Context: an optimization exercise on an open-source flow, tuned for small area and a short achievable clock period. The choices shown serve that exercise and are no tape-out recipe.
RTL that was checked went through simulation tests only; none was proved equivalent to the original.
No functional check of the RTL was part of runs 1 to 3, 6 and 7.
Power figures rest on the tool's default switching activity, not on a simulated workload.

File: flow/design.v
package conv_pkg;
   localparam int LANE_W = 8;
   typedef enum logic [1:0] {
      IDLE  = 2'd0,
      RUN   = 2'd1,
      DRAIN = 2'd2
   } state_e;
   function automatic logic [31:0] ceil_div(input logic [31:0] num, input logic [31:0] den);
      ceil_div = (num + den - 32'd1) / den;
   endfunction
endpackage
module conv_out_fifo #(
   parameter int WIDTH = 65,
   parameter int DEPTH = 16,
   localparam int SD   = DEPTH - 1,
   localparam int CW   = $clog2(DEPTH) + 1
) (
   input  logic             clk,
   input  logic             reset,
   input  logic             push_i,      
   input  logic [WIDTH-1:0] wrData_i,
   input  logic             ready_i,     
   output logic [WIDTH-1:0] rdData_o,
   output logic             valid_o,     
   output logic             empty_d_o,   
   output logic             one_d_o,     
   output logic             full_d_o     
);
   logic [WIDTH-1:0] mem [SD];
   logic [WIDTH-1:0] head_q;
   logic [SD-1:0]    wrOH_q, rdOH_q, wrOH_d, we_q;
   logic [CW-1:0]    count_q, count_d;
   logic             valid_q, one_q, notFull_q;
   logic             eq2, eq15;
   logic             pop;
   logic             headTakesIn;
   logic             empty_d, one_d, full_d;
   logic [WIDTH-1:0] memRd;
   assign pop  = ready_i && valid_q;
   assign eq2  = (count_q == CW'(2));
   assign eq15 = (count_q == CW'(DEPTH - 1));
   assign headTakesIn = !valid_q || (one_q && ready_i);
   always_comb begin
      case ({push_i, pop})
         2'b10:   count_d = count_q + CW'(1);
         2'b01:   count_d = count_q - CW'(1);
         default: count_d = count_q;
      endcase
   end
   assign empty_d = (!valid_q && !push_i) || (one_q && pop && !push_i);
   assign one_d   = (!valid_q && push_i) || (one_q && (push_i == pop)) ||
                    (eq2 && pop && !push_i);
   assign full_d  = (!notFull_q && !pop) || (eq15 && push_i && !pop);
   assign wrOH_d = (push_i && !headTakesIn) ? {wrOH_q[SD-2:0], wrOH_q[SD-1]} : wrOH_q;
   always_ff @(posedge clk or negedge reset) begin
      if (!reset) begin
         wrOH_q    <= SD'(1);
         we_q      <= SD'(1);
         rdOH_q    <= SD'(1);
         count_q   <= '0;
         valid_q   <= 1'b0;
         one_q     <= 1'b0;
         notFull_q <= 1'b1;
      end else begin
         wrOH_q    <= wrOH_d;
         we_q      <= full_d ? '0 : wrOH_d;
         if (pop && valid_q && !one_q) rdOH_q <= {rdOH_q[SD-2:0], rdOH_q[SD-1]};
         count_q   <= count_d;
         valid_q   <= !empty_d;
         one_q     <= one_d;
         notFull_q <= !full_d;
      end
   end
   always_comb begin
      memRd = '0;
      for (int i = 0; i < SD; i++) memRd = memRd | (mem[i] & {WIDTH{rdOH_q[i]}});
   end
   always_ff @(posedge clk) begin
      for (int i = 0; i < SD; i++)
         if (we_q[i]) mem[i] <= wrData_i;
      if (headTakesIn)  head_q <= wrData_i;
      else if (ready_i) head_q <= memRd;
   end
   assign rdData_o  = head_q;
   assign valid_o   = valid_q;
   assign empty_d_o = empty_d;
   assign one_d_o   = one_d;
   assign full_d_o  = full_d;
endmodule
import conv_pkg::*;
module conv_output_stream #(
   parameter int LANES      = 8,
   parameter int DIM_W      = 16,
   parameter int FIFO_DEPTH = 16
) (
   input  logic                    clk,
   input  logic                    reset,
   input  logic                    start,
   input  logic [DIM_W-1:0]        In_Channel,
   input  logic [DIM_W-1:0]        Matrix_Col,
   input  logic [DIM_W-1:0]        Matrix_Row,
   input  logic [LANE_W*LANES-1:0] sData,
   input  logic                    sValid,
   output logic                    sReady,
   output logic [LANE_W*LANES-1:0] mData_payload,
   output logic                    mData_valid,
   input  logic                    mData_ready,
   output logic                    mData_last,
   output logic                    mData_rowEnd,
   output logic                    layer_done
);
   localparam int DATA_W = LANE_W * LANES;
   localparam int FIFO_W = DATA_W + 1;
   localparam int CNT_W  = $clog2(FIFO_DEPTH) + 1;
   localparam int LW     = $clog2(LANES);
   localparam int GRP_W  = DIM_W - LW;
   logic              idle_q, run_q, drain_q;
   logic              sReady_q, last_q, layerDone_q;
   logic [GRP_W-1:0]  grpCnt_q, grpInit_q;
   logic [LW-1:0]     rem_q;
   logic [DIM_W-1:0]  colCnt_q, colInit_q;
   logic [DIM_W-1:0]  rowCnt_q;
   logic              lastGroup_q, lastCol_q, lastRow_q;
   logic              grpOne_q, colOne_q;
   logic [LANES-1:0]  keep_q, keepLast_q;
   logic              accept;
   logic              runEnd;
   logic              dimZero;
   logic              take;
   logic              beatRowEnd;
   logic [DATA_W-1:0] beatData;
   logic              idle_d, run_d, drain_d;
   logic              lastGroup_d;
   logic              inGrpOne, inColOne, inRowOne;
   logic [LANES-1:0]  inKeepLast;
   logic              grpNextLast, colNextLast, rowNextLast;
   logic              fifoValid, fifoEmpty_d, fifoOne_d, fifoFull_d;
   logic [FIFO_W-1:0] fifoRdData;
   assign sReady     = sReady_q;
   assign accept     = sValid && sReady_q;
   assign beatRowEnd = lastGroup_q && lastCol_q;
   assign runEnd     = accept && lastGroup_q && lastCol_q && lastRow_q;
   assign dimZero    = (In_Channel == '0) || (Matrix_Col == '0) || (Matrix_Row == '0);
   assign take       = start && !dimZero;
   assign layer_done = layerDone_q;
   assign mData_last = last_q;
   assign idle_d  = idle_q ? !take : (drain_q && !fifoValid);
   assign run_d   = run_q ? !runEnd : (idle_q && take);
   assign drain_d = drain_q ? fifoValid : (run_q && runEnd);
   assign inGrpOne = (In_Channel[DIM_W-1:LW] == '0) || (In_Channel == DIM_W'(LANES));
   assign inColOne = (Matrix_Col == DIM_W'(1));
   assign inRowOne = (Matrix_Row == DIM_W'(1));
   always_comb begin
      for (int i = 0; i < LANES; i++)
         inKeepLast[i] = (In_Channel[LW-1:0] == '0) || (In_Channel[LW-1:0] > LW'(i));
   end
   assign grpNextLast = (rem_q == '0) ? (grpCnt_q == GRP_W'(2)) : (grpCnt_q == GRP_W'(1));
   assign colNextLast = (colCnt_q == DIM_W'(2));
   assign rowNextLast = (rowCnt_q == DIM_W'(2));
   assign lastGroup_d = lastGroup_q ? grpOne_q : grpNextLast;
   always_ff @(posedge clk or negedge reset) begin
      if (!reset) begin
         idle_q      <= 1'b1;
         run_q       <= 1'b0;
         drain_q     <= 1'b0;
         sReady_q    <= 1'b0;
         last_q      <= 1'b0;
         layerDone_q <= 1'b0;
      end else begin
         idle_q      <= idle_d;
         run_q       <= run_d;
         drain_q     <= drain_d;
         sReady_q    <= run_d && !fifoFull_d;
         last_q      <= drain_d && fifoOne_d;
         layerDone_q <= (idle_q && start && dimZero) || (drain_q && !fifoValid);
      end
   end
   always_ff @(posedge clk) begin
      if (idle_q) begin
         grpCnt_q    <= In_Channel[DIM_W-1:LW];
         grpInit_q   <= In_Channel[DIM_W-1:LW];
         rem_q       <= In_Channel[LW-1:0];
         colCnt_q    <= Matrix_Col;
         colInit_q   <= Matrix_Col;
         rowCnt_q    <= Matrix_Row;
         grpOne_q    <= inGrpOne;
         colOne_q    <= inColOne;
         lastGroup_q <= inGrpOne;
         lastCol_q   <= inColOne;
         lastRow_q   <= inRowOne;
         keepLast_q  <= inKeepLast;
         keep_q      <= inGrpOne ? inKeepLast : '1;
      end else if (accept) begin
         lastGroup_q <= lastGroup_d;
         keep_q      <= lastGroup_d ? keepLast_q : '1;
         if (!lastGroup_q) begin
            grpCnt_q <= grpCnt_q - GRP_W'(1);
         end else begin
            grpCnt_q <= grpInit_q;
            if (!lastCol_q) begin
               colCnt_q  <= colCnt_q - DIM_W'(1);
               lastCol_q <= colNextLast;
            end else begin
               colCnt_q  <= colInit_q;
               lastCol_q <= colOne_q;
               rowCnt_q  <= rowCnt_q - DIM_W'(1);
               lastRow_q <= rowNextLast;
            end
         end
      end
   end
   always_comb begin
      for (int i = 0; i < LANES; i++) begin
         beatData[i*LANE_W +: LANE_W] = keep_q[i] ? sData[i*LANE_W +: LANE_W] : '0;
      end
   end
   conv_out_fifo #(
      .WIDTH (FIFO_W),
      .DEPTH (FIFO_DEPTH)
   ) u_fifo (
      .clk       (clk),
      .reset     (reset),
      .push_i    (accept),
      .wrData_i  ({beatRowEnd, beatData}),
      .ready_i   (mData_ready),
      .rdData_o  (fifoRdData),
      .valid_o   (fifoValid),
      .empty_d_o (fifoEmpty_d),
      .one_d_o   (fifoOne_d),
      .full_d_o  (fifoFull_d)
   );
   assign mData_valid = fifoValid;
   assign {mData_rowEnd, mData_payload} = fifoRdData;
endmodule
File: flow/flow/run.sh
#!/bin/bash
# Standard ORFS layout, except that the port buffers are plain buf_2 cells instead
# of the delay cell buffer_ports picks by default.
set -euo pipefail
bash standard.sh synth > synth.log 2>&1
bash standard.sh "BUFFER_PORTS_ARGS=-buffer_cell sky130_fd_sc_hd__buf_2" finish > layout.log 2>&1
File: flow/standard.sh
#!/bin/bash
# synth_recipe.tcl (not shown) runs the flow's synth.tcl, then flattens the netlist and writes it again
# the make line also repeats each setting of config.mk as NAME=value (left out here)
make -C /OpenROAD-flow-scripts/flow DESIGN_CONFIG=/design/flow/config.mk WORK_HOME=/design/flow/orfs CLKGATE_MAP_FILE= SYNTH_SCRIPT=/design/flow/synth_recipe.tcl "${@:-finish}"
File: flow/config.mk
export PLATFORM = sky130hd
export DESIGN_NAME = conv_output_stream
export DESIGN_NICKNAME = conv_output_stream
export VERILOG_FILES = /design/flow/design.v
export SDC_FILE = /design/flow/constraint.sdc
export NUM_CORES = 4
export LEC_CHECK = 0
export CAP_MARGIN = 20
export CORE_MARGIN = 2
export CORE_UTILIZATION = 65
export CTS_CLUSTER_DIAMETER = 100
export CTS_CLUSTER_SIZE = 30
export SETUP_SLACK_MARGIN = 3.0
export SLEW_MARGIN = 20
File: flow/constraint.sdc
create_clock -name core_clock -period 5.0 [get_ports {clk}]
set_input_delay 1.0000 -clock core_clock [delete_from_list [all_inputs] [get_ports {clk}]]
set_output_delay 1.0000 -clock core_clock [all_outputs]
set_load 0.01 [all_outputs]
==> results of run 1 <==
-- worst min path at each step --
stage | start | endpoint | slack [ns] | cells after the start
2_1_floorplan | u_fifo.count_q[4]$_DFFE_PN0P_ | u_fifo.count_q[4]$_DFFE_PN0P_ | 0.43 | 1
3_3_place_gp | u_fifo.count_q[4]$_DFFE_PN0P_ | u_fifo.count_q[4]$_DFFE_PN0P_ | 0.45 | 1
3_5_place_dp | u_fifo.count_q[4]$_DFFE_PN0P_ | u_fifo.count_q[4]$_DFFE_PN0P_ | 0.45 | 1
4_1_cts | u_fifo.count_q[4]$_DFFE_PN0P_ | u_fifo.count_q[4]$_DFFE_PN0P_ | 0.47 | 1
5_1_grt | u_fifo.count_q[4]$_DFFE_PN0P_ | u_fifo.count_q[4]$_DFFE_PN0P_ | 0.49 | 1
6_report | u_fifo.count_q[4]$_DFFE_PN0P_ | u_fifo.count_q[4]$_DFFE_PN0P_ | 0.48 | 1
-- power by group --
part           internal [mW]  total, mW  switching [mW]
clock                   1.80       4.61            2.81
combinational          0.153      0.452           0.299
sequential              11.0       11.1          0.0660
-- logic make-up (layout without fill, tap and decap cells) --
group	Yosys count	count (layout)	share of synthesized area
AOI/OAI and AO/OA	556	556	0.0963
xor gates and xnor gates	42	42	0.00829
adders and majority gates	12	12	0.00355
buffers and inverters	155	371	0.0134
DFF	1196	1196	0.803
muxes	47	47	0.0115
other	1	8	0.0000845
and+or+nand+nor	549	552	0.0638
-- metrics by stage --
step	util	hold WS, ns	instances
after floorplan	-	0.429	2558
after global placement	0.689	0.448	3516
after detailed placement	0.689	0.449	3516
after CTS	0.722	0.468	3633
after global routing	0.726	0.489	3650
final	0.727	0.478	3657
-- layout by cell type, fill, tap and decap left out, types with 30 or more instances in the layout --
| cell type | n |
|---|---|
| buf_4 | 45 |
| nand3_1 | 66 |
| and2_1 | 80 |
| xnor2_1 | 31 |
| nand4_1 | 60 |
| nor2_1 | 145 |
| buf_6 | 30 |
| a22oi_1 | 348 |
| nor3_1 | 66 |
| edfxtp_1 | 1137 |
| buf_12 | 30 |
| clkbuf_16 | 47 |
| nand2_1 | 59 |
| a222oi_1 | 65 |
| buf_2 | 173 |
-- sequential cells by signal, indices dropped and copies added (netlist names), 3 cells and up --
name,flops
u_fifo.we_q,15
rem_q,3
u_fifo.mem,975
keep_q,8
keepLast_q,7
colInit_q,16
u_fifo.count_q,5
grpCnt_q,13
grpInit_q,13
colCnt_q,16
u_fifo.head_q,65
rowCnt_q,16
u_fifo.rdOH_q,15
u_fifo.wrOH_q,15
-- repair_timing --
action,in CTS,in global routing
resized for setup,34,34
cloned,0,3
pin swaps,4,8
setup buffers,52,14
setup endpoints to repair,552,282
-- layer usage --
metal,vias up,share of wire,track usage
met5,-,0.00057,0
met4,12,0.039,0.119
met3,265,0.14,0.0840
met2,1842,0.47,0.572
met1,13100,0.35,0.498
li1,10800,-,-
-- area by class of cell --
type,count,area [um^2],share of cell area
diodes,7,17.5,0.000358
clock buffers,63,1240,0.0252
clock inverters,2,38.8,0.000792
inverters,17,68.8,0.00141
multi-input cells,1210,8390,0.171
flip-flops and latches,1196,35700,0.730
well taps,873,1090,0.0223
repair buffers,289,2380,0.0486
==> results_dict.tcl, run 1 <==
set metrics [dict create \
    ys_async_sr_fraction 0.0493 \
    cts_root_buf "clkbuf_16" \
    cts.sinks 1196 \
    place.gp.congestion 0.803 \
    first_pass_iters 6 \
    routed_wl_mm 127 \
    numCtsBuffers 45 \
    synthDistinctLibCells 64 \
    reg2reg_setup_slack_ns 2.84 \
    timing.rr.start "u_fifo.valid_q$_DFF_PN0_" \
    post-dp-hpwl_mm 57.3 \
    r2r_end "u_fifo.count_q[4]$_DFFE_PN0P_" \
    max_cap_violations 0 \
    powerDensity_mw_per_mm2 330 \
    crit_path_max_fanout 1 \
    worst_pin_slew_ns 0.865 \
    critical_path_required_ns 4.00 \
    fin_crit_sh 0.468 \
    ys_seq_area_frac 0.803 \
    place_ws_ns 1.98 \
    crit_arrival_ns 1.34 \
    insertion_delay_ns 0.65 \
    finalClockSkew_ns 0.0253 \
    yosys.area.top_type "edfxtp_1" \
    ys_ff_latch 1196 \
    vdd_drop_max_mv 0.297 \
    ant_nets 0 \
    num_rows 95 \
    finalPower_mw 16.2 \
    critPathKind "register to output pin" \
    critPathCaptureType "output pin" \
    finalSetupViolCount 0 \
    leakage_nw 15.8 \
    core_area_mm2 0.0674 \
    post_drt_wl_per_cell_um 34.8 \
    grt-ovfl-total 0 \
    path_cells "buf_2" \
    hp-class "register to register" \
    crit_end "mData_payload[56]" \
    critical_path_depth 1 \
    drv_slew 0 \
    yosys_warnings 3 \
    die_area_mm2 0.0704 \
    syn_to_final_growth_pct 10.4 \
    fin_nets 2888 \
    period_needed_ns 2.34 \
    startpoint "u_fifo.head_q[56]$_DFFE_PP_" \
    clockBufferDepth 3 \
    fin_tns_setup_ns 0 \
    stdcell_area_mm2 0.0490 \
    critical_path.startpoint_type "register" \
    synth.most_common_cell "edfxtp_1" \
    fillCellCount 4194 \
    cts_hold_buffers 0 \
    setup_ws_ns 2.66 \
    grt_pass1_vias 25100 \
    grt_start_max_net_pins 68 \
    dpl_cell_area_mm2 0.0464 \
    crit_path_top_delay_cell "edfxtp_1" \
    vias 26000 \
    fp.dieH_um 265 \
    ios 186 \
    finalHoldViolCount 0 \
    syn_inst 2558 \
    yosys_most_used_dff "edfxtp_1" \
    cp_slowest_stage_delay_ns 0.50 \
    drive_above_1_share 0.154 \
    chipWidth_um 265 \
    slew_headroom 0.423 \
    grtUsageTotal 0.359 \
    grt_pass1_wl_mm 176 \
    syn_area_mm2 0.0444 \
    critPathBufInv 1 \
    ff2ff_path_depth 10 \
    vias_per_cell 7.10 \
    status "finished clean" \
    tritoncts "yes" \
    clkTransAtPathRegs_ns 0.11 \
    start_util 0.658 \
    synth_area_leaders "edfxtp_1 (77%), a22oi_1 (5.9%), dfrtp_1 (3.0%)" \
    max_freq_mhz 427 \
    dr.first_iter.drc_count 4310 \
    syn-num-nets 2687 \
    synth.avg_cell_area_um2 17.3 \
    cts_htree_levels 2 \
    drcViolationCount 0 \
    port_buffers 185 \
    critPathTopFamily "flip-flops" \
    antenna_found_initial 14 \
    yosys-top-cells-count "edfxtp_1 (1,137), a22oi_1 (348), nor2_1 (145)" \
    rsz0062_at_grt "true" \
    synth-edff-count 1137 \
    synth_top_area_frac 0.770 \
]
==> run 2, diff against run 1 <==
--- a/flow/design.v
+++ b/flow/design.v
@@ -27,6 +27,7 @@
    output logic             full_d_o     
 );
-   logic [WIDTH-1:0] mem [SD];
+   logic [SD-1:0][WIDTH-1:0] mem_q;
    logic [WIDTH-1:0] head_q;
+   logic             headTakesMem, headHold;
    logic [SD-1:0]    wrOH_q, rdOH_q, wrOH_d, we_q;
    logic [CW-1:0]    count_q, count_d;
@@ -74,11 +75,13 @@
    always_comb begin
       memRd = '0;
-      for (int i = 0; i < SD; i++) memRd = memRd | (mem[i] & {WIDTH{rdOH_q[i]}});
-   end
+      for (int i = 0; i < SD; i++) memRd = memRd | (mem_q[i] & {WIDTH{rdOH_q[i]}});
+   end
+   assign headTakesMem = !headTakesIn && ready_i;
+   assign headHold     = !headTakesIn && !ready_i;
    always_ff @(posedge clk) begin
       for (int i = 0; i < SD; i++)
-         if (we_q[i]) mem[i] <= wrData_i;
-      if (headTakesIn)  head_q <= wrData_i;
-      else if (ready_i) head_q <= memRd;
+         mem_q[i] <= (mem_q[i] & {WIDTH{!we_q[i]}}) | (wrData_i & {WIDTH{we_q[i]}});
+      head_q <= (head_q & {WIDTH{headHold}}) | (wrData_i & {WIDTH{headTakesIn}}) |
+                (memRd & {WIDTH{headTakesMem}});
    end
    assign rdData_o  = head_q;
==> results_dict.tcl, run 2 <==
set metrics [dict create \
    worst_pin_slew_ns 0.814 \
    num_rows 95 \
    reg_top3 "u_fifo.mem_q x975, u_fifo.head_q x65" \
    critical_path_required_ns 4.00 \
    top_register "u_fifo.mem_q" \
    layout_common_cells "edfxtp_1 (1,072), a22oi_1 (460), buf_2 (117)" \
    synth.most_common_cell "edfxtp_1" \
    synth_area_leaders "edfxtp_1 (73%), a22oi_1 (7.9%), dfrtp_1 (3.1%)" \
    cp_slowest_stage_delay_ns 0.45 \
    vdd_drop_max_mv 0.340 \
    hp-class "input port to async pin" \
    crit_arrival_ns 1.22 \
    grtUsageTotal 0.351 \
    antenna_found_initial 7 \
    yosys_most_used_dff "edfxtp_1" \
    grt_start_max_net_pins 84 \
    yosys-top-cells-count "edfxtp_1 (1,072), a22oi_1 (460), clkbuf_1 (113)" \
    ys_ff_latch 1196 \
    syn_area_mm2 0.0439 \
    clockPowerShare 0.288 \
    max_cap_violations 0 \
    synth_top_area_frac 0.733 \
    place_ws_ns 1.83 \
    multi_input_area_mm2 0.00862 \
    ys_seq_area_frac 0.797 \
    syn_to_final_growth_pct 12.0 \
    die_area_mm2 0.0696 \
    critPathBufInv 1 \
    power_frac_seq 0.681 \
    period_needed_ns 2.22 \
    fin_crit_sh 0.444 \
    seq_area_mm2 0.0352 \
    power_frac_comb 0.031 \
    drv_slew 0 \
    post_drt_wl_per_cell_um 33.7 \
    powerDensity_mw_per_mm2 330 \
    rsz0062_at_grt "true" \
    grt_pass1_wl_mm 174 \
    leakage_nw 15.8 \
    stdcell_area_mm2 0.0492 \
    vias_per_cell 7.14 \
    whs_ns 0.488 \
    first_pass_iters 8 \
    yosys_warnings 2 \
    finalClockSkew_ns 0.0194 \
    crit_path_max_fanout 2 \
    sw_frac_of_total 0.199 \
    insertion_delay_ns 0.65 \
    cts.sinks 1196 \
    ys_async_sr_fraction 0.0493 \
    dr.first_iter.drc_count 4044 \
    drive_above_1_share 0.192 \
    yosys.area.top_type "edfxtp_1" \
    finalHoldViolCount 0 \
    critical_path_depth 1 \
    setup_ws_ns 2.78 \
    clkTransAtPathRegs_ns 0.12 \
    stdcell_count 3702 \
    fin_tns_setup_ns 0 \
    p_int_mw 13.0 \
    vias 26400 \
    max_freq_mhz 450 \
    synthDistinctLibCells 59 \
    status "finished clean" \
    ff2ff_path_depth 11 \
    crit_path_top_delay_cell "dfrtp_2" \
    critPathTopFamily "flip-flops" \
    cts_root_buf "clkbuf_16" \
    tritoncts "yes" \
    post-dp-hpwl_mm 56.1 \
    syn_inst 2580 \
    fp.dieH_um 264 \
    core_area_mm2 0.0670 \
    syn-num-nets 2709 \
    place.gp.congestion 0.802 \
    critPathKind "register to output pin" \
    start_util 0.655 \
    fillCellCount 4174 \
    ios 186 \
    finalSetupViolCount 0 \
    routed_wl_mm 125 \
    grt_pass1_vias 25500 \
    dp_cells 3527 \
    p_sw_mw 3.22 \
    dpl_cell_area_mm2 0.0459 \
    cts_hold_buffers 0 \
    synth-edff-count 1072 \
    chipWidth_um 264 \
    drcViolationCount 0 \
    grt-ovfl-total 0 \
    numCtsBuffers 45 \
    synth.avg_cell_area_um2 17.0 \
    path_cells "buf_6" \
    cts_htree_levels 2 \
    largest_reg_flops 975 \
    critical_path.startpoint_type "register" \
    ant_nets 0 \
    critPathCaptureType "output pin" \
    final_common_cell "edfxtp_1" \
    slew_headroom 0.457 \
    clockBufferDepth 3 \
    fin_nets 2921 \
    port_buffers 185 \
]
-- run 2: through the flow --
step | util | total power, mW
finish | 0.733 | 16.2
global route | 0.733 | 16.6
CTS | 0.725 | 16.2
detailed placement | 0.685 | 11.7
global placement | 0.685 | 11.7
floorplan | - | 11.5
-- run 2: kinds of logic after synthesis --
logic type	Yosys count	synth area share
flops	1196	0.797
compound gates	680	0.113
simple gates	441	0.0531
buf+inv	165	0.0141
mux	44	0.0110
xor+xnor	41	0.00818
fa+ha+maj	12	0.00359
other cells	1	0.0000854
-- run 2: layout make-up --
type	instances	area share
Timing Repair Buffer	307	0.0571
Sequential cell	1196	0.716
Inverter	19	0.00163
Clock inverter	1	0.000178
Multi-Input combinational cell	1222	0.175
Timing Repair inverter	1	0.000153
Clock buffer	80	0.0269
Antenna cell	3	0.000153
Tap cell	873	0.0222
-- run 2: routing by layer --
metal / wire length (um) / share of wire / vias up / track usage
met3: 15500 / 0.12 / 260 / 0.0701
met1: 44400 / 0.36 / 13400 / 0.486
met2: 60300 / 0.48 / 1835 / 0.571
li1: - / - / 10900 / -
met4: 4720 / 0.038 / 4 / 0.111
met5: 24 / 0.00019 / - / 0
-- run 2: worst paths after layout --
| kind | startpoint | end | slack [ns] |
|---|---|---|---|
| worst max register to register | u_fifo.valid_q$_DFF_PN0_ | u_fifo.count_q[4]$_DFFE_PN0P_ | 2.80 |
| worst max-delay path | u_fifo.valid_q$_DFF_PN0_ | mData_valid | 2.78 |
| min in group core_clock | u_fifo.head_q[34]$_DFF_P_ | u_fifo.head_q[34]$_DFF_P_ | 0.50 |
| worst min-delay path | reset | last_q$_DFF_PN0_ | 0.49 |
| worst min register to register | u_fifo.head_q[34]$_DFF_P_ | u_fifo.head_q[34]$_DFF_P_ | 0.50 |
| max in group asynchronous | reset | u_fifo.rdOH_q[13]$_DFFE_PN0P_ | 3.90 |
-- run 2: power by group through the flow --
stage	clock network, mW	registers [mW]	logic (mW)
2_1_floorplan	0	11.2	0.235
3_3_place_gp	0	11.3	0.403
3_5_place_dp	0	11.3	0.425
4_1_cts	4.69	11.0	0.486
5_1_grt	5.00	11.1	0.560
6_report	4.67	11.0	0.508
-- run 2: timing repair --
| item | 4_1_cts | 5_1_grt |
|---|---|---|
| endpoints found under the setup margin | 595 | 217 |
| pin swaps | 10 | 14 |
| gates cloned | 4 | 1 |
| buffers inserted | 58 | 28 |
| gates resized for setup | 190 | 45 |
==> run 3, diff against run 2 <==
--- a/flow/design.v
+++ b/flow/design.v
@@ -30,5 +30,5 @@
    logic [WIDTH-1:0] head_q;
    logic             headTakesMem, headHold;
-   logic [SD-1:0]    wrOH_q, rdOH_q, wrOH_d, we_q;
+   logic [SD-1:0]    wrOH_q, rdOH_q, wrOH_d, we_q, hold_q;
    logic [CW-1:0]    count_q, count_d;
    logic             valid_q, one_q, notFull_q;
@@ -58,4 +58,5 @@
          wrOH_q    <= SD'(1);
          we_q      <= SD'(1);
+         hold_q    <= ~SD'(1);
          rdOH_q    <= SD'(1);
          count_q   <= '0;
@@ -66,4 +67,5 @@
          wrOH_q    <= wrOH_d;
          we_q      <= full_d ? '0 : wrOH_d;
+         hold_q    <= full_d ? '1 : ~wrOH_d;
          if (pop && valid_q && !one_q) rdOH_q <= {rdOH_q[SD-2:0], rdOH_q[SD-1]};
          count_q   <= count_d;
@@ -81,5 +83,5 @@
    always_ff @(posedge clk) begin
       for (int i = 0; i < SD; i++)
-         mem_q[i] <= (mem_q[i] & {WIDTH{!we_q[i]}}) | (wrData_i & {WIDTH{we_q[i]}});
+         mem_q[i] <= (mem_q[i] & {WIDTH{hold_q[i]}}) | (wrData_i & {WIDTH{we_q[i]}});
       head_q <= (head_q & {WIDTH{headHold}}) | (wrData_i & {WIDTH{headTakesIn}}) |
                 (memRd & {WIDTH{headTakesMem}});
==> results_dict.tcl, run 3 <==
set metrics [dict create \
    place_ws_ns 2.19 \
    synth_area_leaders "dfxtp_1 (47%), a22o_1 (19%), a22oi_1 (7.8%)" \
    max_cap_violations 0 \
    yosys.area.top_type "dfxtp_1" \
    first_pass_iters 10 \
    grt_pass1_wl_mm 237 \
    grt_start_max_net_pins 111 \
    whs_ns 0.453 \
    setup_ws_ns 2.75 \
    die_area_mm2 0.0705 \
    critPathTopFamily "flip-flops" \
    numCtsBuffers 46 \
    slew_headroom 0.128 \
    cp_slowest_stage_delay_ns 0.46 \
    power_frac_seq 0.650 \
    post-dp-hpwl_mm 77.0 \
    powerDensity_mw_per_mm2 317 \
    grt-ovfl-total 0 \
    vias 37100 \
    drcViolationCount 0 \
    synth.avg_cell_area_um2 11.3 \
    stdcell_count 4700 \
    yosys-top-cells-count "dfxtp_1 (1,040), a22o_1 (975), a22oi_1 (459)" \
    power_frac_comb 0.036 \
    syn_inst 3943 \
    dr.first_iter.drc_count 6715 \
    reg_top3 "u_fifo.mem_q x975, u_fifo.head_q x65" \
    critPathKind "register to output pin" \
    drv_slew 0 \
    largest_reg_flops 975 \
    yosys_most_used_dff "dfxtp_1" \
    insertion_delay_ns 0.67 \
    antenna_found_initial 6 \
    tritoncts "yes" \
    vdd_drop_max_mv 0.317 \
    ys_seq_area_frac 0.576 \
    grt_pass1_vias 35900 \
    fin_tns_setup_ns 0 \
    port_buffers 185 \
    clockPowerShare 0.314 \
    ios 186 \
    cts_htree_levels 2 \
    routed_wl_mm 167 \
    yosys_warnings 2 \
    rsz0062_at_grt "true" \
    final_util 0.716 \
    critical_path_required_ns 4.00 \
    post_drt_wl_per_cell_um 35.4 \
    fin_crit_sh 0.450 \
    period_needed_ns 2.25 \
    start_util 0.659 \
    sw_frac_of_total 0.223 \
    synth-edff-count 97 \
    fp.dieH_um 265 \
    cts_hold_buffers 0 \
    crit_path_top_delay_cell "dfrtp_2" \
    crit_path_max_fanout 2 \
    critPathBufInv 1 \
    grtUsageTotal 0.450 \
    vias_per_cell 7.89 \
    finalHoldViolCount 0 \
    hp-class "input port to async pin" \
    clockBufferDepth 3 \
    critical_path.startpoint_type "register" \
    synth_top_area_frac 0.469 \
    syn_to_final_growth_pct 8.53 \
    cts_root_buf "clkbuf_16" \
    fin_nets 3941 \
    ys_async_sr_fraction 0.0611 \
    p_sw_mw 3.42 \
    clkTransAtPathRegs_ns 0.12 \
    synth.most_common_cell "dfxtp_1" \
    drive_above_1_share 0.145 \
    syn-num-nets 4072 \
    num_rows 95 \
    worst_pin_slew_ns 1.31 \
    synthDistinctLibCells 60 \
    leakage_nw 18.0 \
    place.gp.congestion 0.836 \
    ant_nets 0 \
    cts.sinks 1211 \
    core_area_mm2 0.0674 \
    chipWidth_um 265 \
    crit_arrival_ns 1.25 \
    path_cells "buf_6" \
    critPathCaptureType "output pin" \
    p_int_mw 11.9 \
    status "finished clean" \
    top_register "u_fifo.mem_q" \
    dp_cells 4563 \
    finalClockSkew_ns 0.0272 \
    max_freq_mhz 445 \
    layout_common_cells "a22o_1 (975), dfxtp_1 (975), a22oi_1 (459)" \
    syn_area_mm2 0.0444 \
    finalSetupViolCount 0 \
    ys_ff_latch 1211 \
]
## run 3: cell count changes in the layout (fill, tap and decap cells not counted), sizes merged, moves of 14 or more
| cell | change |
|---|---|
| a22o | +975 |
| dfxtp | +975 |
| edfxtp | -975 |
| clkbuf | -22 |
| mux2 | -15 |
| mux2i | +15 |
| nor2 | +15 |
| and2 | -14 |
| dfrtp | +14 |
| inv | +14 |
## run 3: what timing repair did
action / CTS / global route
gates cloned: 2 / 1
setup buffers: 40 / 31
pin swaps: 5 / 7
setup endpoints to repair: 634 / 285
resized for setup: 192 / 48
## run 3: metal layers
metal / vias up / routed length [um] / track usage / part of all wire
met1: 18100 / 59300 / 0.587 / 0.36
met4: 0 / 10900 / 0.248 / 0.065
met3: 777 / 25100 / 0.135 / 0.15
li1: 14900 / - / - / -
met5: - / 0 / 0 / 0
met2: 3249 / 71300 / 0.673 / 0.43
## run 3: cell families (layout without fill, tap and decap cells)
family | Yosys count | in the layout | synth area share
xor+xnor | 41 | 41 | 0.00808
simple gates | 459 | 461 | 0.0540
buf+inv | 520 | 398 | 0.0442
compound gates | 1655 | 1655 | 0.304
flops | 1211 | 1211 | 0.576
other cells | 1 | 5 | 0.0000844
mux | 44 | 44 | 0.0105
fa+ha+maj | 12 | 12 | 0.00355
## run 3: cell type report
cell class,instances,area (um^2)
antenna,4,10.0
clock buffer,58,1260
clock inverter,1,20.0
fill,4728,19200
inverter,33,133
multi-input combinational,2214,17200
sequential,1211,25900
tap,873,1090
timing repair buffer,305,2640
timing repair inverter,1,5.00
## run 3: worst paths after layout
check | from | end | slack, ns | cells after the start
max | u_fifo.valid_q$_DFF_PN0_ | mData_valid | 2.75 | 1
min | reset | u_fifo.we_q[8]$_DFF_PN0_ | 0.45 | 1
max reg2reg | u_fifo.valid_q$_DFF_PN0_ | u_fifo.count_q[4]$_DFFE_PN0P_ | 2.80 | 11
min reg2reg | u_fifo.mem_q[572]$_DFF_P_ | u_fifo.mem_q[572]$_DFF_P_ | 0.50 | 1
max in group asynchronous | reset | u_fifo.rdOH_q[10]$_DFFE_PN0P_ | 3.84 | 1
min in group core_clock | u_fifo.mem_q[572]$_DFF_P_ | u_fifo.mem_q[572]$_DFF_P_ | 0.50 | 1
## run 3: metrics by stage
stage	total power [mW]	instance area [um^2]
floorplan	10.4	44600
global placement	10.6	45200
detailed placement	10.6	45200
CTS	15.2	47700
global route	15.6	48200
finish	15.3	48200
## run 3: power by group through the flow
| stage | sequential (mW) | combinational, mW | clock (mW) |
|---|---|---|---|
| after floorplan | 10.2 | 0.288 | 0 |
| after global placement | 10.2 | 0.444 | 0 |
| after detailed placement | 10.2 | 0.464 | 0 |
| after CTS | 9.95 | 0.516 | 4.75 |
| after global routing | 9.96 | 0.590 | 5.08 |
| final | 9.96 | 0.547 | 4.80 |
==> run 4, diff against run 3 <==
--- a/flow/design.v
+++ b/flow/design.v
@@ -13,6 +13,5 @@
    parameter int WIDTH = 65,
    parameter int DEPTH = 16,
-   localparam int SD   = DEPTH - 1,
-   localparam int CW   = $clog2(DEPTH) + 1
+   localparam int SD   = DEPTH - 1
 ) (
    input  logic             clk,
@@ -23,5 +22,5 @@
    output logic [WIDTH-1:0] rdData_o,
    output logic             valid_o,     
-   output logic             empty_d_o,   
+   output logic             empty_o,     
    output logic             one_d_o,     
    output logic             full_d_o     
@@ -31,6 +30,5 @@
    logic             headTakesMem, headHold;
    logic [SD-1:0]    wrOH_q, rdOH_q, wrOH_d, we_q, hold_q;
-   logic [CW-1:0]    count_q, count_d;
-   logic             valid_q, one_q, notFull_q;
+   logic             valid_q, empty_q, one_q, notFull_q;
    logic             eq2, eq15;
    logic             pop;
@@ -38,17 +36,10 @@
    logic             empty_d, one_d, full_d;
    logic [WIDTH-1:0] memRd;
-   assign pop  = ready_i && valid_q;
-   assign eq2  = (count_q == CW'(2));
-   assign eq15 = (count_q == CW'(DEPTH - 1));
-   assign headTakesIn = !valid_q || (one_q && ready_i);
-   always_comb begin
-      case ({push_i, pop})
-         2'b10:   count_d = count_q + CW'(1);
-         2'b01:   count_d = count_q - CW'(1);
-         default: count_d = count_q;
-      endcase
-   end
-   assign empty_d = (!valid_q && !push_i) || (one_q && pop && !push_i);
-   assign one_d   = (!valid_q && push_i) || (one_q && (push_i == pop)) ||
+   assign pop = ready_i && !empty_q;
+   assign eq2  = |(wrOH_q & {rdOH_q[SD-2:0], rdOH_q[SD-1]});
+   assign eq15 = |(rdOH_q & {wrOH_q[SD-2:0], wrOH_q[SD-1]});
+   assign headTakesIn = empty_q || (one_q && ready_i);
+   assign empty_d = (empty_q && !push_i) || (one_q && pop && !push_i);
+   assign one_d   = (empty_q && push_i) || (one_q && (push_i == pop)) ||
                     (eq2 && pop && !push_i);
    assign full_d  = (!notFull_q && !pop) || (eq15 && push_i && !pop);
@@ -60,6 +51,6 @@
          hold_q    <= ~SD'(1);
          rdOH_q    <= SD'(1);
-         count_q   <= '0;
          valid_q   <= 1'b0;
+         empty_q   <= 1'b1;
          one_q     <= 1'b0;
          notFull_q <= 1'b1;
@@ -68,7 +59,7 @@
          we_q      <= full_d ? '0 : wrOH_d;
          hold_q    <= full_d ? '1 : ~wrOH_d;
-         if (pop && valid_q && !one_q) rdOH_q <= {rdOH_q[SD-2:0], rdOH_q[SD-1]};
-         count_q   <= count_d;
+         if (pop && !one_q) rdOH_q <= {rdOH_q[SD-2:0], rdOH_q[SD-1]};
          valid_q   <= !empty_d;
+         empty_q   <= empty_d;
          one_q     <= one_d;
          notFull_q <= !full_d;
@@ -87,9 +78,9 @@
                 (memRd & {WIDTH{headTakesMem}});
    end
-   assign rdData_o  = head_q;
-   assign valid_o   = valid_q;
-   assign empty_d_o = empty_d;
-   assign one_d_o   = one_d;
-   assign full_d_o  = full_d;
+   assign rdData_o = head_q;
+   assign valid_o  = valid_q;
+   assign empty_o  = empty_q;
+   assign one_d_o  = one_d;
+   assign full_d_o = full_d;
 endmodule
 import conv_pkg::*;
@@ -140,8 +131,9 @@
    logic [LANES-1:0]  inKeepLast;
    logic              grpNextLast, colNextLast, rowNextLast;
-   logic              fifoValid, fifoEmpty_d, fifoOne_d, fifoFull_d;
+   logic              fifoValid, fifoEmpty, fifoOne_d, fifoFull_d;
+   logic              stall_q;
    logic [FIFO_W-1:0] fifoRdData;
    assign sReady     = sReady_q;
-   assign accept     = sValid && sReady_q;
+   assign accept     = sValid && !stall_q;
    assign beatRowEnd = lastGroup_q && lastCol_q;
    assign runEnd     = accept && lastGroup_q && lastCol_q && lastRow_q;
@@ -150,7 +142,7 @@
    assign layer_done = layerDone_q;
    assign mData_last = last_q;
-   assign idle_d  = idle_q ? !take : (drain_q && !fifoValid);
+   assign idle_d  = idle_q ? !take : (drain_q && fifoEmpty);
    assign run_d   = run_q ? !runEnd : (idle_q && take);
-   assign drain_d = drain_q ? fifoValid : (run_q && runEnd);
+   assign drain_d = drain_q ? !fifoEmpty : (run_q && runEnd);
    assign inGrpOne = (In_Channel[DIM_W-1:LW] == '0) || (In_Channel == DIM_W'(LANES));
    assign inColOne = (Matrix_Col == DIM_W'(1));
@@ -170,5 +162,5 @@
          drain_q     <= 1'b0;
          sReady_q    <= 1'b0;
-         last_q      <= 1'b0;
+         stall_q     <= 1'b1;
          layerDone_q <= 1'b0;
       end else begin
@@ -177,8 +169,9 @@
          drain_q     <= drain_d;
          sReady_q    <= run_d && !fifoFull_d;
-         last_q      <= drain_d && fifoOne_d;
-         layerDone_q <= (idle_q && start && dimZero) || (drain_q && !fifoValid);
-      end
-   end
+         stall_q     <= !run_d || fifoFull_d;
+         layerDone_q <= (idle_q && start && dimZero) || (drain_q && fifoEmpty);
+      end
+   end
+   always_ff @(posedge clk) last_q <= drain_d && fifoOne_d;
    always_ff @(posedge clk) begin
       if (idle_q) begin
@@ -231,5 +224,5 @@
       .rdData_o  (fifoRdData),
       .valid_o   (fifoValid),
-      .empty_d_o (fifoEmpty_d),
+      .empty_o   (fifoEmpty),
       .one_d_o   (fifoOne_d),
       .full_d_o  (fifoFull_d)
--- a/flow/config.mk
+++ b/flow/config.mk
@@ -11,4 +11,4 @@
 export CTS_CLUSTER_DIAMETER = 100
 export CTS_CLUSTER_SIZE = 30
-export SETUP_SLACK_MARGIN = 3.0
+export SETUP_SLACK_MARGIN = 2.8
 export SLEW_MARGIN = 20
==> results_dict.tcl, run 4 <==
set metrics [dict create \
    cp_slowest_stage_delay_ns 1.09 \
    status "finished clean" \
    p_sw_mw 5.46 \
    worst_pin_slew_ns 1.26 \
    yosys_warnings 2 \
    clockBufferDepth 3 \
    clkTransAtPathRegs_ns 0.12 \
    whs_ns 0.395 \
    ys_ff_latch 1208 \
    crit_path_top_delay_cell "dfrtp_2" \
    hp-class "input port to async pin" \
    place_ws_ns 1.86 \
    grt-ovfl-total 0 \
    vias 37600 \
    synth_top_family_by_area "compound AO/OA/AOI/OAI gates" \
    fin_crit_sh 0.454 \
    ys_seq_area_frac 0.567 \
    powerDensity_mw_per_mm2 392 \
    yosys-top-cells-count "a22o_1 (1,041), dfxtp_1 (1,041), clkbuf_1 (469)" \
    tritoncts "yes" \
    critical_path_required_ns 5.60 \
    cts_root_buf "clkbuf_16" \
    reg_top3 "u_fifo.mem_q x975, u_fifo.head_q x65" \
    crit_path_max_fanout 36 \
    post_drt_wl_per_cell_um 36.0 \
    finalPower_mw 18.9 \
    leakage_nw 17.8 \
    sw_frac_of_total 0.289 \
    vias_per_cell 8.01 \
    grt_pass1_wl_mm 240 \
    num_rows 96 \
    die_area_mm2 0.0713 \
    ys_async_sr_fraction 0.0579 \
    synthSimpleGateAreaFrac 0.0617 \
    syn_to_final_growth_pct 7.09 \
    fp.dieH_um 267 \
    dr.first_iter.drc_count 6688 \
    syn-num-nets 4035 \
    layout_common_cells "a22o_1 (1,041), dfxtp_1 (1,005), a22oi_1 (276)" \
    finalClockSkew_ns 0.0240 \
    insertion_delay_ns 0.66 \
    port_buffers 185 \
    synth_compound_area_frac 0.310 \
    synth_top_area_frac 0.463 \
    syn_inst 3911 \
    numCtsBuffers 46 \
    synthAdderAreaFrac 0.00195 \
    drive_above_1_share 0.134 \
    setup_ws_ns 2.73 \
    cts_htree_levels 2 \
    syn_area_mm2 0.0450 \
    crit_arrival_ns 2.87 \
    max_freq_mhz 441 \
    grt_start_max_net_pins 78 \
    antenna_found_initial 3 \
    yosys.area.top_type "dfxtp_1" \
    first_pass_iters 8 \
    critPathCaptureType "register" \
    final_common_cell "a22o_1" \
    largest_reg_flops 975 \
    synth-edff-count 97 \
    post-dp-hpwl_mm 78.6 \
    p_int_mw 13.4 \
    max_cap_violations 0 \
    drcViolationCount 0 \
    slew_headroom 0.160 \
    cts_hold_buffers 0 \
    critPathKind "register to register" \
    fillCellCount 4932 \
    cts.sinks 1208 \
    multi_input_area_mm2 0.0176 \
    period_needed_ns 2.27 \
    core_area_mm2 0.0686 \
    clockPowerShare 0.255 \
    path_cells "buf_4 -> a22o_1" \
    ant_nets 0 \
    rsz0062_at_grt "false" \
    critical_path.startpoint_type "register" \
    synth_area_leaders "dfxtp_1 (46%), a22o_1 (20%), edfxtp_1 (6.5%)" \
    power_frac_comb 0.158 \
    seq_area_mm2 0.0257 \
    fin_tns_setup_ns 0 \
    yosys.area_share.xor_xnor 0.00467 \
    grtUsageTotal 0.455 \
    final_util 0.702 \
    top_register "u_fifo.mem_q" \
    yosys_most_used_dff "dfxtp_1" \
    synth.avg_cell_area_um2 11.5 \
    routed_wl_mm 169 \
    drv_slew 0 \
    fin_nets 3864 \
    finalSetupViolCount 0 \
    vdd_drop_max_mv 0.358 \
    chipWidth_um 267 \
    start_util 0.656 \
    synth_mux_area_frac 0.00962 \
    place.gp.congestion 0.841 \
    ios 186 \
    grt_pass1_vias 36200 \
    finalHoldViolCount 0 \
    synthDistinctLibCells 65 \
    power_frac_seq 0.587 \
]
## run 4: cell types whose count changed after synthesis, sizes merged, moves of 55 or more
cell / before / now
a221o: 1 / 67
a221oi: 0 / 66
a22o: 975 / 1041
a22oi: 459 / 277
and3: 5 / 68
clkbuf: 414 / 469
nand3: 76 / 15
nor2: 108 / 19
nor3b: 0 / 72
o21ai: 108 / 46
## run 4: power groups by stage
stage	Clock, mW	Sequential (mW)	Combinational, mW
CTS	4.74	11.1	2.81
global placement	0	11.3	2.38
global route	5.08	11.1	3.15
floorplan	0	11.1	1.69
detailed placement	0	11.3	2.47
finish	4.82	11.1	2.98
## run 4: cell families (layout without fill, tap and decap cells)
group                      after synthesis  in the layout
buffers and inverters                  536            376
adders and majority gates                7              7
other                                    1              9
muxes                                   39             39
AOI/OAI and AO/OA                     1641           1642
DFF                                   1208           1208
xor gates and xnor gates                24             24
and+or+nand+nor                        455            456
## run 4: final cells by class
| cell class | count | share of cell area |
|---|---|---|
| clock inverters | 1 | 0.000623 |
| multi-input cells | 2169 | 0.365 |
| well taps | 931 | 0.0242 |
| repair buffers | 297 | 0.0492 |
| flip-flops and latches | 1208 | 0.533 |
| repair inverters | 1 | 0.000156 |
| diodes | 8 | 0.000416 |
| clock buffers | 60 | 0.0263 |
| inverters | 17 | 0.00140 |
## run 4: repair_timing
action | CTS | global route
resized for setup | 46 | 47
buffers inserted | 27 | 30
cloned | 3 | 0
endpoints found under the hold margin | 0 | 0
pin swaps | 0 | 3
endpoints found under the setup margin | 231 | 118
## run 4: worst paths after layout
check	start	endpoint	slack, ns	cells after the start
hold / removal	reset	drain_q$_DFF_PN0_	0.40	1
max in group asynchronous	reset	u_fifo.rdOH_q[9]$_DFFE_PN0P_	3.62	2
setup reg to reg	u_fifo.hold_q[8]$_DFF_PN0_	u_fifo.mem_q[534]$_DFF_P_	2.73	2
hold reg to reg	u_fifo.mem_q[148]$_DFF_P_	u_fifo.mem_q[148]$_DFF_P_	0.50	1
min in group core_clock	u_fifo.mem_q[148]$_DFF_P_	u_fifo.mem_q[148]$_DFF_P_	0.50	1
setup / recovery	u_fifo.hold_q[8]$_DFF_PN0_	u_fifo.mem_q[534]$_DFF_P_	2.73	2
## run 4: stage by stage
step,cell area (um^2),instances
after global routing,48200,4687
after floorplan,45000,3911
final,48200,4692
after CTS,47600,4652
after detailed placement,45700,4561
after global placement,45700,4561
## run 4: worst max-delay path, delay by kind of cell (launching register included)
kind / cells / cell delay [ns]
buf+inv: 1 / 0.77
compound gates: 1 / 0.28
flops: 1 / 1.09
## run 4: metal layers
| layer | vias up | wire (um) | track usage |
|---|---|---|---|
| met4 | 0 | 10300 | 0.265 |
| met3 | 707 | 24100 | 0.133 |
| met2 | 3242 | 72700 | 0.680 |
| li1 | 15000 | - | - |
| met1 | 18600 | 61900 | 0.589 |
| met5 | - | 0 | 0 |
==> run 5, diff against run 4 <==
--- a/flow/config.mk
+++ b/flow/config.mk
@@ -11,4 +11,4 @@
 export CTS_CLUSTER_DIAMETER = 100
 export CTS_CLUSTER_SIZE = 30
-export SETUP_SLACK_MARGIN = 2.8
+export SETUP_SLACK_MARGIN = 3.0
 export SLEW_MARGIN = 20
==> results_dict.tcl, run 5 <==
set metrics [dict create \
    whs_ns 0.402 \
    reg_top3 "u_fifo.mem_q x975, u_fifo.head_q x65" \
    top_register "u_fifo.mem_q" \
    rsz0062_at_grt "true" \
    die_area_mm2 0.0713 \
    slew_headroom 0.311 \
    powerDensity_mw_per_mm2 391 \
    stdcell_count 4744 \
    largest_reg_flops 975 \
    ys_seq_area_frac 0.567 \
    place_ws_ns 1.86 \
    insertion_delay_ns 0.67 \
    critPathKind "register to output pin" \
    chipWidth_um 267 \
    yosys_warnings 2 \
    dp_cells 4562 \
    cts_htree_levels 2 \
    worst_pin_slew_ns 1.03 \
    port_buffers 185 \
    dr.first_iter.drc_count 6943 \
    ff2ff_path_depth 7 \
    timing.rr.start "grpCnt_q[0]$_DFFE_PP_" \
    setup_ws_ns 2.82 \
    cts_root_buf "clkbuf_16" \
    fin_tns_setup_ns 0 \
    post_drt_wl_per_cell_um 36.5 \
    reg2reg_setup_slack_ns 2.91 \
    clkTransAtPathRegs_ns 0.12 \
    fp.dieH_um 267 \
    place.gp.congestion 0.827 \
    yosys.area.top_type "dfxtp_1" \
    core_area_mm2 0.0686 \
    synth-edff-count 97 \
    post-dp-hpwl_mm 78.7 \
    critPathBufInv 1 \
    syn_inst 3911 \
    ios 186 \
    cts_hold_buffers 0 \
    numCtsBuffers 46 \
    fin_nets 3923 \
    synth_top_area_frac 0.463 \
    vdd_drop_max_mv 0.467 \
    layout_common_cells "a22o_1 (1,041), dfxtp_1 (975), a22oi_1 (270)" \
    max_cap_violations 0 \
    synth.avg_cell_area_um2 11.5 \
    ys_ff_latch 1208 \
    grt_start_max_net_pins 68 \
    vias_per_cell 8.05 \
    finalClockSkew_ns 0.0400 \
    syn_to_final_growth_pct 10.5 \
    status "finished clean" \
    routed_wl_mm 173 \
    crit_path_top_delay_cell "dfxtp_4" \
    finalSetupViolCount 0 \
    cts.sinks 1208 \
    ant_nets 0 \
    num_rows 96 \
    critPathCaptureType "output pin" \
    syn_area_mm2 0.0450 \
    vias 38200 \
    antenna_found_initial 10 \
    drv_slew 0 \
    final_common_cell "a22o_1" \
    synthDistinctLibCells 65 \
    drcViolationCount 0 \
    grt-ovfl-total 0 \
    fin_crit_sh 0.436 \
    grt_pass1_wl_mm 246 \
    grtUsageTotal 0.465 \
    grt_pass1_vias 36900 \
    hp-class "input port to async pin" \
    yosys-top-cells-count "a22o_1 (1,041), dfxtp_1 (1,041), clkbuf_1 (469)" \
    clockBufferDepth 3 \
    ys_async_sr_fraction 0.0579 \
    finalHoldViolCount 0 \
    yosys_most_used_dff "dfxtp_1" \
    critical_path.startpoint_type "register" \
    drive_above_1_share 0.164 \
    r2r_end "grpCnt_q[12]$_DFFE_PP_" \
    cp_slowest_stage_delay_ns 0.41 \
    period_needed_ns 2.18 \
    leakage_nw 18.4 \
    first_pass_iters 13 \
    max_freq_mhz 459 \
    start_util 0.656 \
    crit_arrival_ns 1.18 \
    tritoncts "yes" \
    crit_path_max_fanout 2 \
    synth_area_leaders "dfxtp_1 (46%), a22o_1 (20%), edfxtp_1 (6.5%)" \
    critPathTopFamily "flip-flops" \
    path_cells "buf_6" \
    final_util 0.725 \
    syn-num-nets 4035 \
    critical_path_required_ns 4.00 \
]
run 5: cell families (layout without fill, tap and decap cells):
kind of cell             Yosys count  in the layout  synth area share
AO/OA/AOI/OAI                   1641           1641             0.310
XOR/XNOR                          24             24           0.00467
adder cells (fa/ha/maj)            7              7           0.00195
buffers and inverters            536            432            0.0449
flip-flops                      1208           1208             0.567
multiplexers                      39             39           0.00962
other                              1              4         0.0000834
AND/OR/NAND/NOR                  455            458            0.0617
run 5: how the worst max path moves through the flow:
stage                                         from                         to  depth (start not counted)
after floorplan                      In_Channel[7]        keep_q[1]$_DFFE_PP_                          4
after global placement                 mData_ready  u_fifo.we_q[14]$_DFF_PN0_                          6
after detailed placement               mData_ready   u_fifo.we_q[3]$_DFF_PN0_                          6
after CTS                 u_fifo.valid_q$_DFF_PN0_                mData_valid                          1
after global routing      u_fifo.valid_q$_DFF_PN0_                mData_valid                          1
final                     u_fifo.head_q[7]$_DFF_P_           mData_payload[7]                          1
run 5: timing repair:
action / 4_1_cts / 5_1_grt
pin swaps: 9 / 39
cloned: 3 / 9
resized for setup: 218 / 72
endpoints found under the setup margin: 612 / 169
setup buffers: 82 / 26
run 5: metrics by stage:
stage          power, mW  area [um^2]
6_report            19.4        49700
5_1_grt             19.9        49700
4_1_cts             19.1        48900
3_5_place_dp        13.8        45800
3_3_place_gp        13.7        45800
2_1_floorplan       12.9        45300
run 5: final cells by class:
class,count,area (um^2)
inverters,17,67.6
diodes,3,7.51
clock buffers,56,1230
clock inverters,3,28.8
repair buffers,355,3490
multi-input cells,2170,17900
well taps,931,1160
flip-flops and latches,1208,25800
fillers,4681,18900
repair inverters,1,5.00
run 5: per-layer routing:
layer	global-route usage	routed length [um]	vias to the layer above
li1	-	-	15100
met1	0.600	62200	18800
met2	0.695	74000	3416
met3	0.132	25500	788
met4	0.284	11300	12
met5	0	92	-
run 5: where the power goes:
group,switching (mW),internal (mW),total [mW]
registers,0.584,10.5,11.1
logic,2.05,1.51,3.55
clock network,2.99,1.77,4.76
==> run 6, diff against run 5 <==
--- a/flow/design.v
+++ b/flow/design.v
@@ -114,10 +114,10 @@
    logic              sReady_q, last_q, layerDone_q;
    logic [GRP_W-1:0]  grpCnt_q, grpInit_q;
-   logic [LW-1:0]     rem_q;
+   logic              remZero_q;
    logic [DIM_W-1:0]  colCnt_q, colInit_q;
    logic [DIM_W-1:0]  rowCnt_q;
    logic              lastGroup_q, lastCol_q, lastRow_q;
    logic              grpOne_q, colOne_q;
-   logic [LANES-1:0]  keep_q, keepLast_q;
+   logic [LANES-1:0]  keepLast_q;
    logic              accept;
    logic              runEnd;
@@ -152,5 +152,5 @@
          inKeepLast[i] = (In_Channel[LW-1:0] == '0) || (In_Channel[LW-1:0] > LW'(i));
    end
-   assign grpNextLast = (rem_q == '0) ? (grpCnt_q == GRP_W'(2)) : (grpCnt_q == GRP_W'(1));
+   assign grpNextLast = remZero_q ? (grpCnt_q == GRP_W'(2)) : (grpCnt_q == GRP_W'(1));
    assign colNextLast = (colCnt_q == DIM_W'(2));
    assign rowNextLast = (rowCnt_q == DIM_W'(2));
@@ -178,5 +178,5 @@
          grpCnt_q    <= In_Channel[DIM_W-1:LW];
          grpInit_q   <= In_Channel[DIM_W-1:LW];
-         rem_q       <= In_Channel[LW-1:0];
+         remZero_q   <= (In_Channel[LW-1:0] == '0);
          colCnt_q    <= Matrix_Col;
          colInit_q   <= Matrix_Col;
@@ -188,8 +188,6 @@
          lastRow_q   <= inRowOne;
          keepLast_q  <= inKeepLast;
-         keep_q      <= inGrpOne ? inKeepLast : '1;
       end else if (accept) begin
          lastGroup_q <= lastGroup_d;
-         keep_q      <= lastGroup_d ? keepLast_q : '1;
          if (!lastGroup_q) begin
             grpCnt_q <= grpCnt_q - GRP_W'(1);
@@ -210,5 +208,6 @@
    always_comb begin
       for (int i = 0; i < LANES; i++) begin
-         beatData[i*LANE_W +: LANE_W] = keep_q[i] ? sData[i*LANE_W +: LANE_W] : '0;
+         beatData[i*LANE_W +: LANE_W] = (keepLast_q[i] || !lastGroup_q) ?
+                                        sData[i*LANE_W +: LANE_W] : '0;
       end
    end
--- a/flow/config.mk
+++ b/flow/config.mk
@@ -9,6 +9,6 @@
 export CORE_MARGIN = 2
 export CORE_UTILIZATION = 65
-export CTS_CLUSTER_DIAMETER = 100
-export CTS_CLUSTER_SIZE = 30
+export CTS_CLUSTER_DIAMETER = 90
+export CTS_CLUSTER_SIZE = 24
 export SETUP_SLACK_MARGIN = 3.0
 export SLEW_MARGIN = 20
==> results_dict.tcl, run 6 <==
set metrics [dict create \
    status "finished clean" \
    critPathKind "register to output pin" \
    drv_slew 0 \
    critPathBufInv 1 \
    finalHoldViolCount 0 \
    yosys_warnings 2 \
    cp_slowest_stage_delay_ns 0.42 \
    rsz0062_at_grt "true" \
    synth_mux_area_frac 0.0114 \
    tritoncts "yes" \
    vias_per_cell 7.90 \
    yosys.area.top_type "dfxtp_1" \
    cts_root_buf "clkbuf_16" \
    drive_above_1_share 0.157 \
    ys_seq_area_frac 0.567 \
    path_cells "buf_2" \
    ys_async_sr_fraction 0.0584 \
    grt_pass1_wl_mm 241 \
    yosys-top-cells-count "dfxtp_1 (1,041), a22o_1 (984), clkbuf_1 (449)" \
    dp_cells 4594 \
    synth_top_family_by_area "compound AO/OA/AOI/OAI gates" \
    hp-class "input port to async pin" \
    final_common_cell "a22o_1" \
    yosys.area_share.xor_xnor 0.00650 \
    syn_inst 3987 \
    numCtsBuffers 55 \
    post_drt_wl_per_cell_um 35.4 \
    crit_arrival_ns 1.24 \
    critPathCaptureType "output pin" \
    yosys_most_used_dff "dfxtp_1" \
    drcViolationCount 0 \
    crit_path_max_fanout 1 \
    dr.first_iter.drc_count 5993 \
    grt_pass1_vias 36700 \
    powerDensity_mw_per_mm2 412 \
    worst_pin_slew_ns 1.25 \
    synth.most_common_cell "dfxtp_1" \
    stdcell_count 4774 \
    critical_path.startpoint_type "register" \
    met1_length_mm 60.3 \
    startpoint "u_fifo.valid_q$_DFF_PN0_" \
    synthSimpleGateAreaFrac 0.0652 \
    die_area_mm2 0.0705 \
    fillCellCount 4756 \
    start_util 0.660 \
    vdd_drop_max_mv 0.409 \
    synth_top_area_frac 0.469 \
    crit_path_top_delay_cell "dfrtp_1" \
    finalSetupViolCount 0 \
    max_freq_mhz 446 \
    top_register "u_fifo.mem_q" \
    ios 186 \
    syn_area_mm2 0.0445 \
    routed_wl_mm 169 \
    core_area_mm2 0.0674 \
    grt_start_max_net_pins 66 \
    synth_area_leaders "dfxtp_1 (47%), a22o_1 (19%), a22oi_1 (6.5%)" \
    insertion_delay_ns 0.70 \
    ff2ff_path_depth 2 \
    antenna_found_initial 6 \
    cts_hold_buffers 0 \
    period_needed_ns 2.24 \
    layout_common_cells "a22o_1 (984), dfxtp_1 (975), a22oi_1 (384)" \
    fin_nets 4009 \
    synthDistinctLibCells 58 \
    critical_path_required_ns 4.00 \
    max_cap_violations 0 \
    post-dp-hpwl_mm 78.6 \
    slew_headroom 0.163 \
    clockBufferDepth 3 \
    highest_layer "met5" \
    first_pass_iters 7 \
    grtUsageTotal 0.456 \
    met3_length_mm 23.7 \
    synth_compound_area_frac 0.301 \
    fp.dieH_um 266 \
    fin_crit_sh 0.449 \
    ant_nets 0 \
    dr_wl_met2_mm 72.8 \
    ys_ff_latch 1198 \
    cts_htree_levels 2 \
    port_buffers 185 \
    reg2reg_setup_slack_ns 2.95 \
    syn-num-nets 4111 \
    clkTransAtPathRegs_ns 0.10 \
    place.gp.congestion 0.847 \
    finalClockSkew_ns 0.0323 \
    cts.sinks 1198 \
    grt-ovfl-total 0 \
    reg_top3 "u_fifo.mem_q x975, u_fifo.head_q x65" \
    fin_tns_setup_ns 0 \
    timing.rr.start "u_fifo.hold_q[11]$_DFF_PN0_" \
    r2r_end "u_fifo.mem_q[751]$_DFF_P_" \
    synth.avg_cell_area_um2 11.2 \
    num_rows 95 \
    synth-edff-count 87 \
    final_util 0.723 \
    critPathTopFamily "flip-flops" \
    chipWidth_um 266 \
    syn_to_final_growth_pct 9.66 \
    largest_reg_flops 975 \
    vias 37700 \
    leakage_nw 18.7 \
    synthAdderAreaFrac 0.00197 \
]
-- run 6: cell families after synthesis --
| family | count (synthesis) |
|---|---|
| flops | 1198 |
| mux | 48 |
| compound gates | 1650 |
| xor+xnor | 33 |
| fa+ha+maj | 7 |
| simple gates | 521 |
| buf+inv | 530 |
-- run 6: layout make-up --
cell class | count | area [um^2] | share of cell area
Antenna cell | 4 | 10.0 | 0.000205
Clock buffer | 68 | 1470 | 0.0301
Clock inverter | 1 | 17.5 | 0.000359
Inverter | 27 | 108 | 0.00221
Multi-Input combinational cell | 2261 | 17500 | 0.359
Sequential cell | 1198 | 25500 | 0.523
Tap cell | 873 | 1090 | 0.0224
Timing Repair Buffer | 341 | 3060 | 0.0628
Timing Repair inverter | 1 | 7.51 | 0.000154
-- run 6: report_power, final --
| part | internal, mW | leakage [nW] | switching, mW |
|---|---|---|---|
| logic | 1.58 | 7.89 | 2.30 |
| clock network | 2.09 | 0.728 | 3.04 |
| registers | 10.5 | 10.1 | 0.609 |
-- run 6: per-stage QoR --
stage                     worst slack (ns)  hold WS (ns)  power (mW)  area (um^2)
final                                 2.76         0.166        20.1        48800
after CTS                             2.75         0.162        19.7        48100
after global routing                  2.74         0.186        20.6        48700
after floorplan                       2.81         0.439        13.0        44600
after detailed placement              1.62         0.454        14.1        45200
after global placement                1.64         0.451        13.9        45200
-- run 6: layer usage --
metal | vias to the layer above | track usage
met4 | 10 | 0.286
met5 | - | 0
met2 | 3227 | 0.688
met1 | 18400 | 0.581
met3 | 863 | 0.127
li1 | 15200 | -
-- run 6: worst max-delay path by stage --
stage / slack, ns / cells past startpoint / to
2_1_floorplan: 2.81 / 5 / sReady_q$_DFF_PN0_
3_3_place_gp: 1.64 / 5 / u_fifo.rdOH_q[8]$_DFFE_PN0P_
3_5_place_dp: 1.62 / 5 / u_fifo.rdOH_q[8]$_DFFE_PN0P_
4_1_cts: 2.75 / 1 / sReady
5_1_grt: 2.74 / 1 / mData_valid
6_report: 2.76 / 1 / mData_valid
-- run 6: repair_timing --
| action | in CTS | in global routing |
|---|---|---|
| setup buffers | 53 | 45 |
| gates cloned | 4 | 5 |
| resized for setup | 217 | 54 |
| endpoints found under the setup margin | 1137 | 860 |
| pin swaps | 3 | 8 |
==> run 7, diff against run 6 <==
==> flow/flow/run.sh (replaced) <==
#!/bin/bash
# Standard ORFS layout, except that the port buffers are plain buf_2 cells instead
# of the delay cell buffer_ports picks by default, and the resizer may change a
# cell's footprint when it sizes it.
set -euo pipefail
bash standard.sh synth > synth.log 2>&1
bash standard.sh "BUFFER_PORTS_ARGS=-buffer_cell sky130_fd_sc_hd__buf_2" MATCH_CELL_FOOTPRINT=0 finish > layout.log 2>&1
==> results_dict.tcl, run 7 <==
set metrics [dict create \
    grt_pass1_wl_mm 244 \
    synth_top_family_by_area "compound AO/OA/AOI/OAI gates" \
    syn_to_final_growth_pct 9.23 \
    synth_compound_area_frac 0.301 \
    ff2ff_path_depth 2 \
    seq_area_mm2 0.0255 \
    leakage_nw 18.6 \
    ant_nets 0 \
    first_pass_iters 9 \
    drive_above_1_share 0.154 \
    period_needed_ns 2.20 \
    post_drt_wl_per_cell_um 35.7 \
    num_rows 95 \
    synth_mux_area_frac 0.0114 \
    insertion_delay_ns 0.67 \
    grt_start_max_net_pins 66 \
    syn_area_mm2 0.0445 \
    dr.first_iter.drc_count 6667 \
    reg_top3 "u_fifo.mem_q x975, u_fifo.head_q x65" \
    vias_per_cell 7.94 \
    reg2reg_setup_slack_ns 2.93 \
    critical_path.startpoint_type "register" \
    clockBufferDepth 3 \
    drcViolationCount 0 \
    clkTransAtPathRegs_ns 0.09 \
    port_buffers 185 \
    antenna_found_initial 8 \
    yosys.area.top_type "dfxtp_1" \
    ys_async_sr_fraction 0.0584 \
    top_register "u_fifo.mem_q" \
    critPathCaptureType "output pin" \
    cts_hold_buffers 0 \
    synthSimpleGateAreaFrac 0.0652 \
    grt_pass1_vias 36900 \
    fp.dieH_um 266 \
    setup_ws_ns 2.80 \
    yosys_warnings 2 \
    cts.sinks 1198 \
    die_area_mm2 0.0705 \
    synth-edff-count 87 \
    critical_path_required_ns 4.00 \
    finalClockSkew_ns 0.0232 \
    numCtsBuffers 55 \
    syn-num-nets 4111 \
    clockPowerShare 0.254 \
    ys_seq_area_frac 0.567 \
    vdd_drop_max_mv 0.366 \
    grtUsageTotal 0.465 \
    critPathBufInv 1 \
    r2r_end "u_fifo.mem_q[835]$_DFF_P_" \
    critPathTopFamily "flip-flops" \
    core_area_mm2 0.0674 \
    path_cells "buf_2" \
    synthAdderAreaFrac 0.00197 \
    multi_input_area_mm2 0.0175 \
    p_sw_mw 5.88 \
    p_int_mw 14.0 \
    syn_inst 3987 \
    max_cap_violations 0 \
    power_frac_comb 0.189 \
    fin_crit_sh 0.440 \
    rsz0062_at_grt "true" \
    synth.most_common_cell "dfxtp_1" \
    status "finished clean" \
    grt-ovfl-total 0 \
    start_util 0.660 \
    synth_area_leaders "dfxtp_1 (47%), a22o_1 (19%), a22oi_1 (6.5%)" \
    routed_wl_mm 170 \
    finalHoldViolCount 0 \
    place.gp.congestion 0.824 \
    synth_top_area_frac 0.469 \
    tritoncts "yes" \
    power_frac_seq 0.557 \
    finalSetupViolCount 0 \
    post-dp-hpwl_mm 78.1 \
    fin_nets 3994 \
    cts_root_buf "clkbuf_16" \
    yosys.area_share.xor_xnor 0.00650 \
    cts_htree_levels 2 \
    crit_arrival_ns 1.20 \
    max_freq_mhz 454 \
    chipWidth_um 266 \
    powerDensity_mw_per_mm2 409 \
    synth.avg_cell_area_um2 11.2 \
    crit_path_top_delay_cell "dfrtp_1" \
    crit_path_max_fanout 1 \
    yosys-top-cells-count "dfxtp_1 (1,041), a22o_1 (984), clkbuf_1 (449)" \
    sw_frac_of_total 0.296 \
    place_ws_ns 1.65 \
    critPathKind "register to output pin" \
    fillCellCount 4766 \
    worst_pin_slew_ns 1.21 \
    finalPower_mw 19.9 \
    final_common_cell "a22o_1" \
    fin_tns_setup_ns 0 \
    cp_slowest_stage_delay_ns 0.41 \
    timing.rr.start "u_fifo.hold_q[12]$_DFF_PN0_" \
    drv_slew 0 \
    slew_headroom 0.190 \
    ios 186 \
    layout_common_cells "a22o_1 (984), dfxtp_1 (975), a22oi_1 (384)" \
    hp-class "input port to async pin" \
]
## run 7: cell counts after synthesis
Identical to the previous run, type by type.
## run 7: cell families (layout without fill, tap and decap cells)
family | count (synthesis) | count (layout)
AO/OA/AOI/OAI | 1650 | 1651
flip-flops | 1198 | 1198
buffers and inverters | 530 | 420
AND/OR/NAND/NOR | 521 | 523
multiplexers | 48 | 48
XOR/XNOR | 33 | 33
adder cells (fa/ha/maj) | 7 | 7
other | 0 | 3
## run 7: per-stage QoR
| stage | hold slack (ns) | instances | util | area [um^2] |
|---|---|---|---|---|
| after global placement | 0.452 | 4593 | 0.670 | 45200 |
| after floorplan | 0.439 | 3987 | - | 44600 |
| final | 0.393 | 4756 | 0.721 | 48600 |
| after CTS | 0.385 | 4718 | 0.713 | 48100 |
| after global routing | 0.423 | 4754 | 0.720 | 48600 |
| after detailed placement | 0.454 | 4593 | 0.670 | 45200 |
## run 7: power by group through the flow
| stage | sequential (mW) | clock, mW | combinational [mW] |
|---|---|---|---|
| 6_report | 11.1 | 5.04 | 3.76 |
| 5_1_grt | 11.1 | 5.31 | 3.98 |
| 4_1_cts | 11.1 | 4.97 | 3.51 |
| 3_5_place_dp | 11.3 | 0 | 2.79 |
| 3_3_place_gp | 11.2 | 0 | 2.71 |
| 2_1_floorplan | 11.0 | 0 | 1.97 |
## run 7: worst max path at each step
stage	from	endpoint	cells after the start
after CTS	layerDone_q$_DFF_PN0_	layer_done	1
after detailed placement	mData_ready	u_fifo.head_q[61]$_DFF_P_	6
after floorplan	In_Channel[1]	sReady_q$_DFF_PN0_	5
after global routing	layerDone_q$_DFF_PN0_	layer_done	1
after global placement	mData_ready	u_fifo.head_q[53]$_DFF_P_	6
final	layerDone_q$_DFF_PN0_	layer_done	1
## run 7: cell type report
| class | instances | area share |
|---|---|---|
| multi-input combinational | 2262 | 0.360 |
| tap | 873 | 0.0225 |
| timing repair inverter | 1 | 0.000155 |
| inverter | 27 | 0.00222 |
| antenna | 3 | 0.000155 |
| sequential | 1198 | 0.525 |
| clock buffer | 66 | 0.0294 |
| timing repair buffer | 325 | 0.0601 |
| clock inverter | 1 | 0.000180 |
## run 7: what timing repair did
item / in CTS / in global routing
setup buffers: 52 / 34
pin swaps: 2 / 3
setup endpoints to repair: 1143 / 509
gates cloned: 6 / 1
gates resized for setup: 207 / 60
## run 7: routing by layer
layer | track usage | up-vias | routed length [um]
li1 | - | 15100 | -
met1 | 0.597 | 18500 | 60000
met2 | 0.702 | 3358 | 73600
met3 | 0.128 | 812 | 24700
met4 | 0.282 | 8 | 11300
met5 | 0 | - | 66
